Background: an optimization exercise with open tools, aiming at small area, a short achievable clock period and few clock cycles per item. Do not read the settings as production practice. Function was checked by simulation only, so behaviour that the tests miss may differ from the original.

==> quartz: inputs <==
Design multi_waveform_oscillator_mixer_core, start of the top module:
module multi_waveform_oscillator_mixer_core (
   input  logic        clock,
   input  logic        reset,
   input  logic        req_tvalid,
   output logic        req_tready,
   input  logic [31:0] req_tdata,
   input  logic        req_tlast,
   output logic        rsp_tvalid,
   input  logic        rsp_tready,
   output logic [31:0] rsp_tdata,
   output logic        rsp_tlast,
   input  logic        csr_we,
   input  logic [2:0]  csr_index,
   input  logic [31:0] csr_wdata
);
==> flow/config.mk <==
export PLATFORM = sky130hd
export DESIGN_NAME = multi_waveform_oscillator_mixer_core
export DESIGN_NICKNAME = multi_waveform_oscillator_mixer_core
export VERILOG_FILES = /design/flow/design.v
export SDC_FILE = /design/flow/constraint.sdc
export NUM_CORES = 4
export LEC_CHECK = 0
export ABC_AREA = 1
export CAP_MARGIN = 20
export CORE_MARGIN = 2
export CORE_UTILIZATION = 40
export SETUP_SLACK_MARGIN = 5
export SLEW_MARGIN = 20
export SYNTH_MEMORY_MAX_BITS = 32768
==> flow/constraint.sdc <==
create_clock -name core_clock -period 10.0 [get_ports {clock}]
set_input_delay 2.0000 -clock core_clock [delete_from_list [all_inputs] [get_ports {clock}]]
set_output_delay 2.0000 -clock core_clock [all_outputs]
set_load 0.01 [all_outputs]
run.sh (not shown) runs the stock make flow with config.mk's settings and CLKGATE_MAP_FILE= SYNTH_SCRIPT=/design/flow/synth_recipe.tcl, a recipe that flattens the netlist after the stock synthesis.
==> tundra (differences from quartz) <==
- ABC_AREA: 1 -> not set
- CORE_UTILIZATION: 40 -> 60
- PLACE_DENSITY: not set -> 0.72
==> notes <==
In quartz the routed wire length is larger than in tundra, by about 18%. Against tundra, the final area of quartz is higher by about 4%. Between quartz and tundra, the lower non-clock buffer count is in quartz (gap 43). Via count: quartz is larger than tundra (about 12%). Between tundra and quartz, the lower setup slack is in tundra (gap 330 ps).
==> figures <==
item                                                            quartz       tundra
Proportion of final cell area spent on non-clock buffers         5.57%        6.87%
Net count reported at finish                                      7165         5936
Clock insertion delay at the later pin of the skew report       640 ps       580 ps
Portion of netlist area occupied by mux cells                       0%        1.51%
Area of combinational cells with multiple inputs           32000 sq um  32200 sq um
Top cell type's share of synthesized area                        14.7%        15.5%
Inst Count DP                                                     7599         5825
Share of the core filled with cells in the final layout          45.9%        69.9%
Routed length on met2                                         69000 um     59500 um
Detailed-route wire length per cell                            19.3 um      21.2 um
Seq/Total Area, Yosys                                            17.4%        18.3%
Worst path setup slack after routing                           5000 ps      4670 ps
GR Layer Usage met2                                              43.0%        55.7%
Status                                no timing/DRC/antenna violations  no timing/DRC/antenna violations
Testbench counts of quartz, summed over its fixed seeds: cycles 2,400, items 2,048.
Testbench counts of tundra, summed over its fixed seeds: cycles 2,400, items 2,048.


==> run H: inputs <==
Another version of the RTL of multi_waveform_oscillator_mixer_core (not shown whole).
make LEC_CHECK=0 CAP_MARGIN=20 CORE_MARGIN=2 CORE_UTILIZATION=40 SETUP_SLACK_MARGIN=5 SLEW_MARGIN=20 SYNTH_MEMORY_MAX_BITS=32768 TNS_END_PERCENT=10 finish   # period 10.0 ns
==> run D: changes against run H <==
==> flow/flow/run.sh (new file) <==
#!/bin/bash
set -euo pipefail
bash standard.sh SETUP_SLACK_MARGIN=5.5 finish > make_finish.log 2>&1
==> flow/standard.sh (new file) <==
#!/bin/bash
# synth_recipe.tcl (not shown) runs the flow's synth.tcl, then flattens the netlist and writes it again
# the make line also repeats each setting of config.mk as NAME=value (left out here)
make -C /OpenROAD-flow-scripts/flow DESIGN_CONFIG=/design/flow/config.mk WORK_HOME=/design/flow/orfs CLKGATE_MAP_FILE= SYNTH_SCRIPT=/design/flow/synth_recipe.tcl "${@:-finish}"
Settings changed: TNS_END_PERCENT 10 to unset.
removed: flow/run.sh
==> run M: changes against run H <==
--- a/flow/design.v
+++ b/flow/design.v
@@ -1318,30 +1318,30 @@
          vmc2_ff <= vmc1_ff;
          if (vmc1_ff) begin
             vm_ff <= 23'(vol_ff);
          end else if (vmc2_ff) begin
             vm_ff <= prod_lo[22:0];
          end
       end
    end
-   logic        restart;
+   logic        oadv;
    logic        take;
    logic        o0_v, o1_v, o2_v, o3_v, o4_v, out_v;
    assign req_tready = o4_v && (!out_v || rsp_tready);
    assign take       = req_tvalid && req_tready;
-   assign restart    = csr_we || (o4_v && !take);
+   assign oadv       = !o4_v || take;
    always_ff @(posedge clock) begin
-      if (reset || restart) begin
+      if (reset || csr_we) begin
          o0_v <= 1'b0;
          o1_v <= 1'b0;
          o2_v <= 1'b0;
          o3_v <= 1'b0;
          o4_v <= 1'b0;
-      end else begin
+      end else if (oadv) begin
          o0_v <= 1'b1;
          o1_v <= o0_v;
          o2_v <= o1_v;
          o3_v <= o2_v;
          o4_v <= o3_v;
       end
    end
    always_ff @(posedge clock) begin
@@ -1360,19 +1360,19 @@
          fphase_ff <= '0;
       end else if (take) begin
          fphase_ff <= fphase_ff + step_ff;
       end
    end
    always_ff @(posedge clock) begin
       if (reset) begin
          phase_ff <= '0;
-      end else if (restart) begin
+      end else if (csr_we) begin
          phase_ff <= fphase_ff;
-      end else begin
+      end else if (oadv) begin
          phase_ff <= phase_ff + step_ff;
       end
    end
    logic [14:0] mir;
    logic [10:0] idx;
    assign mir = phase_ff[30] ? 15'd16384 - {1'b0, phase_ff[29:16]}
                              : {1'b0, phase_ff[29:16]};
    assign idx = phase_ff[30] ? 11'd1024 - {1'b0, phase_ff[29:20]}
@@ -1408,18 +1408,20 @@
          3'd5:    sel0 = 29'(saw_mag);
          default: sel0 = '0;
       endcase
    end
    assign neg0 = phase_ff[31] && !fold_ff && (wave_ff != 3'd3);
    logic        v0_neg;
    logic [28:0] v0_sel;
    always_ff @(posedge clock) begin
-      v0_neg <= neg0;
-      v0_sel <= sel0;
+      if (oadv) begin
+         v0_neg <= neg0;
+         v0_sel <= sel0;
+      end
    end
    logic [14:0] para;
    logic [14:0] w1;
    mwo_para u_para (
       .s (v0_sel),
       .w (para)
    );
    mwo_sine_sum u_sine_sum (
@@ -1439,17 +1441,17 @@
    logic [15:0] v1_x;
    logic        v1_neg;
    logic        v1_kc;
    always_ff @(posedge clock) begin
       if (vmc1_ff) begin
          v1_x   <= 16'(mix_ff);
          v1_neg <= 1'b0;
          v1_kc  <= 1'b0;
-      end else begin
+      end else if (oadv) begin
          v1_x   <= {v0_neg, w1 ^ {15{v0_neg}}};
          v1_neg <= v0_neg;
          v1_kc  <= 1'b1;
       end
    end
    logic [7:0]  b_one;
    logic [7:0]  b_two;
    logic [7:0]  b_ng;
@@ -1469,41 +1471,47 @@
       .vm  (vm_ff),
       .pl  (prod_lo)
    );
    logic [31:0] v2_pl;
    logic [3:0]  v2_one;
    logic [3:0]  v2_two;
    logic [3:0]  v2_ng;
    always_ff @(posedge clock) begin
-      v2_pl  <= prod_lo;
-      v2_one <= b_one[7:4];
-      v2_two <= b_two[7:4];
-      v2_ng  <= b_ng[7:4];
+      if (oadv) begin
+         v2_pl  <= prod_lo;
+         v2_one <= b_one[7:4];
+         v2_two <= b_two[7:4];
+         v2_ng  <= b_ng[7:4];
+      end
    end
    mwo_mul_hi u_mul_hi (
       .onh (v2_one),
       .twh (v2_two),
       .ngh (v2_ng),
       .vm  (vm_ff),
       .pl  (v2_pl),
       .p   (prod)
    );
    logic [21:0] v2_t;
    always_ff @(posedge clock) begin
-      v2_t <= prod[38:17];
+      if (oadv) begin
+         v2_t <= prod[38:17];
+      end
    end
    logic [17:0] osc;
    mwo_div u_div (
       .t   (v2_t),
       .osc (osc)
    );
    logic [17:0] v3_osc;
    always_ff @(posedge clock) begin
-      v3_osc <= osc;
+      if (oadv) begin
+         v3_osc <= osc;
+      end
    end
    logic signed [17:0] sum_l;
    logic signed [17:0] sum_r;
    logic [15:0] sat_l;
    logic [15:0] sat_r;
    assign sum_l = $signed({{2{req_tdata[15]}}, req_tdata[15:0]}) + $signed(v3_osc);
    assign sum_r = $signed({{2{req_tdata[31]}}, req_tdata[31:16]}) + $signed(v3_osc);
    function automatic logic [15:0] sat16(input logic signed [17:0] v);
Settings changed: TNS_END_PERCENT 10 to unset.
==> results.txt <==
Status: run H no timing/DRC/antenna violations; run M no timing/DRC/antenna violations; run D no timing/DRC/antenna violations
Syn Nets: run H 5779; run M 5858; run D 5779
DR vias: run H 35300; run M 37200; run D 36400
Die area: run H 103000 um^2; run M 107000 um^2; run D 103000 um^2
Sequential element share of the synthesized area: run H 16.3%; run M 18.3%; run D 16.3%
First-pass GRT wire length: run H 191000 um; run M 203000 um; run D 199000 um
Post-route setup slack: run H 4.91 ns; run M 4.85 ns; run D 5.03 ns
Synthesized instance count: run H 4946; run M 5025; run D 4946
Die extent in y: run H 321 um; run M 327 um; run D 321 um
Fill count: run H 9802; run M 10200; run D 9399
Post-layout utilization of the core: run H 45.7%; run M 46.9%; run D 49.5%
Fin cells: run H 6281; run M 6515; run D 6440
Worst reg2reg setup slack: run H 4.95 ns; run M 4.85 ns; run D 5.03 ns
Number of library cell types mapped by synthesis: run H 89; run M 87; run D 89
Area of all placed cells without fillers: run H 45600 um^2; run M 48700 um^2; run D 49300 um^2
GR Layer Usage met2: run H 37.4%; run M 37.6%; run D 39.3%
Worst-margin pin slew: run H 0.989 ns; run M 1.01 ns; run D 1.11 ns
Initial DRT Pass Iterations: run H 6; run M 8; run D 9
Testbench counts of run H, summed over its fixed seeds: cycles 2,400, items 2,048.
Testbench counts of run D, summed over its fixed seeds: cycles 2,400, items 2,048.
Testbench counts of run M, summed over its fixed seeds: cycles 2,400, items 2,048.

what the ideal ports hide:
No port has a modelled driver above. Below, the same layouts with a new extraction and two added sets of constraints.
Step 1 sets driving cells, clkbuf_16 on the clock port and buf_2 on the other inputs (assumed; they add their load-dependent delay and slew).
Step 2 also shifts input and output timing later by t, the mid clock arrival at the registers, as if the neighbouring blocks saw the same clock.
a / b / c = ideal ports / drivers / drivers and shift; a / b = the first two.
run | shift t [ns] | slack for setup (ns) | worst setup path at the end | worst register clock-pin slew, ns
quartz | 0.668 | 4.996 / 4.996 / 4.609 | input to register | 0.07 / 0.07
tundra | 0.631 | 4.670 / 4.670 / 4.403 | input to register | 0.07 / 0.07
run H | 0.607 | 4.913 / 4.952 / 4.345 | input to register | 0.06 / 0.06
run D | 0.616 | 5.033 / 5.033 / 4.890 | input to register | 0.07 / 0.07
run M | 0.653 | 4.847 / 4.847 / 4.512 | input to register | 0.08 / 0.08
After both steps setup and hold are still met in every run listed. The setup slack of run H, which loses most, moves by +0.039 ns with the drivers and by -0.568 ns with both steps.
